This design comes from an exercise in tuning for small area on the open sky130 flow, not from production work.
Function was checked by simulation only, so behaviour that the tests miss may differ from the original.
No activity file was given, so power comes from the tool's default toggle rates.

==> flow/design.v (excerpt) <==
module net_stack_top (
  input  wire               sys_reset,
  input  wire               net_clk,
  input  wire               user_rx_reset,
  input  wire               user_tx_reset,
  output logic              network_init_done,
  output logic              rx_overflow,
  input  wire net_pkg::word512_t tx_word,
  input  wire               tx_valid,
  output logic              tx_ready,
  output net_pkg::word512_t rx_word,
  output logic              rx_valid,
  input  wire               rx_ready,
  output net_pkg::beat64_t  mac_tx_beat,
  output logic              mac_tx_valid,
  input  wire               mac_tx_ready,
  input  wire net_pkg::beat64_t mac_rx_beat,
  input  wire               mac_rx_valid
);
Size: about 1300 I/O pins.
clock: 12.0 ns
lec_check: 0
cap_margin: 20
core_margin: 2
core_utilization: 40
slew_margin: 20
synth_hierarchical: 1
synth_minimum_keep_size: 0
standard.sh (not shown) runs the stock make flow with config.mk's settings and CLKGATE_MAP_FILE= SYNTH_SCRIPT=/design/flow/synth_recipe.tcl, a recipe that flattens the netlist after the stock synthesis.
==> flow/flow/run.sh <==
#!/bin/bash
# The standard layout (standard.sh: the standard flow's own ORFS run, its synthesis
# unchanged) with two changes:
#  - the buffers put on the ports are sky130_fd_sc_hd__buf_1, the smallest
#    buffer, rather than the cell buffer_ports picks by itself;
#  - clock tree synthesis clusters up to 15 flip-flops within 60 um on each
#    clkbuf_8 leaf buffer and inserts no dummy loads;
#  - after global routing, repair_timing -recover_power downsizes gates on
#    paths with positive slack (ORFS's RECOVER_POWER).
# make's full output goes to standard.log; ORFS keeps each step's own log
# under orfs/logs/.
set -euo pipefail
cd "$(dirname "$0")/.."
export BUFFER_PORTS_ARGS="-buffer_cell sky130_fd_sc_hd__buf_1"
export CTS_ARGS="-sink_clustering_enable -repair_clock_nets -dont_use_dummy_load -buf_list sky130_fd_sc_hd__clkbuf_8 -sink_clustering_size 15 -sink_clustering_max_diameter 60"
export RECOVER_POWER=100
bash standard.sh > standard.log 2>&1
The baseline produced a layout that fails on max-capacitance violations, max-slew violations.
Next try:
--- a/flow/flow/run.sh
+++ b/flow/flow/run.sh
@@ -7,3 +7 @@
-#    clkbuf_8 leaf buffer and inserts no dummy loads;
-#  - after global routing, repair_timing -recover_power downsizes gates on
-#    paths with positive slack (ORFS's RECOVER_POWER).
+#    clkbuf_8 leaf buffer and inserts no dummy loads.
@@ -16 +13,0 @@
-export RECOVER_POWER=100
After rerunning: Now the flow finished clean. Cell area is higher by 0.75%. Worst hold slack hardly moves. Register-to-register slack gains 3.8 ns. First-iteration DRC count is higher by 4.6%.

---

Setup of JK:
net_stack_top, a different RTL version from the one above (not shown whole).
Size in the first run: about 3400 cells after synthesis, roughly 2100 flip-flops, ~1300 I/O pins, ~0.073 mm2 of cells after synthesis.
Settings: LEC_CHECK=0, CAP_MARGIN=20, CORE_MARGIN=2, CORE_UTILIZATION=55, SLEW_MARGIN=20, SYNTH_HIERARCHICAL=1, SYNTH_MINIMUM_KEEP_SIZE=0; clock period 12.0 ns.
==> flow/flow/run.sh <==
#!/bin/bash
# The standard layout (standard.sh: the standard flow's own ORFS run, its synthesis
# unchanged) with two changes:
#  - the buffers put on the ports are sky130_fd_sc_hd__buf_1, the smallest
#    buffer, rather than the cell buffer_ports picks by itself;
#  - clock tree synthesis clusters up to 15 flip-flops within 60 um on each
#    clkbuf_8 leaf buffer and inserts no dummy loads.
# make's full output goes to standard.log; ORFS keeps each step's own log
# under orfs/logs/.
set -euo pipefail
cd "$(dirname "$0")/.."
export BUFFER_PORTS_ARGS="-buffer_cell sky130_fd_sc_hd__buf_1"
export CTS_ARGS="-sink_clustering_enable -repair_clock_nets -dont_use_dummy_load -buf_list sky130_fd_sc_hd__clkbuf_8 -sink_clustering_size 15 -sink_clustering_max_diameter 60"
bash standard.sh > standard.log 2>&1
JK finished every stage and its layout cleared the timing, design-rule and antenna checks.
Setup changes, JK to TR
- changing CORE_UTILIZATION from 55 to 40
==> comparison <==
Final area is lower on JK
Between TR and JK, it is TR whose final core area utilization is lower, by 17 points.
Compared with JK, TR shows a higher critical path depth.
Row setup slack: TR lower / JK higher
Summary of TR over JK: power share of the combinational group saw an increase; final cell count saw an increase; total power saw an increase.
There was hardly any difference in delay of the slowest cell on the worst path between JK and TR.
[compare] base=JK new=TR: well tap count +35%; synthesized cell count stayed essentially flat; area added between synthesis and finish went up.

[separate check: timing with driven ports]
No port has a modelled driver above. Below, the same layouts with a new extraction and two added sets of constraints. Step 1 sets driving cells, clkbuf_16 on the clock port and buf_2 on the other inputs (assumed; they add their load-dependent delay and slew). Step 2 times the ports against the registers' clock, not the clock port: input delays grow and output delays shrink by t, the midpoint of the rising clock arrivals with the driver on. a / b / c = ideal / step 1 / step 2; a / b = the first two.
run | shift t [ns] | slack for setup (ns) | worst hold slack (ns) | worst setup path after step 2
the first run of note 1 | 1.008 | 3.409 / 3.316 / 2.533 | 0.482 / 0.482 / 0.482 | input to register
the second run of note 1 | 1.012 | 5.007 / 4.913 / 5.873 | 0.481 / 0.481 / 0.481 | input to register
JK | 0.974 | 5.405 / 5.318 / 5.905 | 0.497 / 0.497 / 0.497 | input to output
TR | 1.016 | 5.362 / 5.269 / 5.818 | 0.476 / 0.476 / 0.476 | input to register
For the first run of note 1, which loses most, drivers alone change the setup slack by -0.093 ns; drivers and shift together by -0.876 ns.
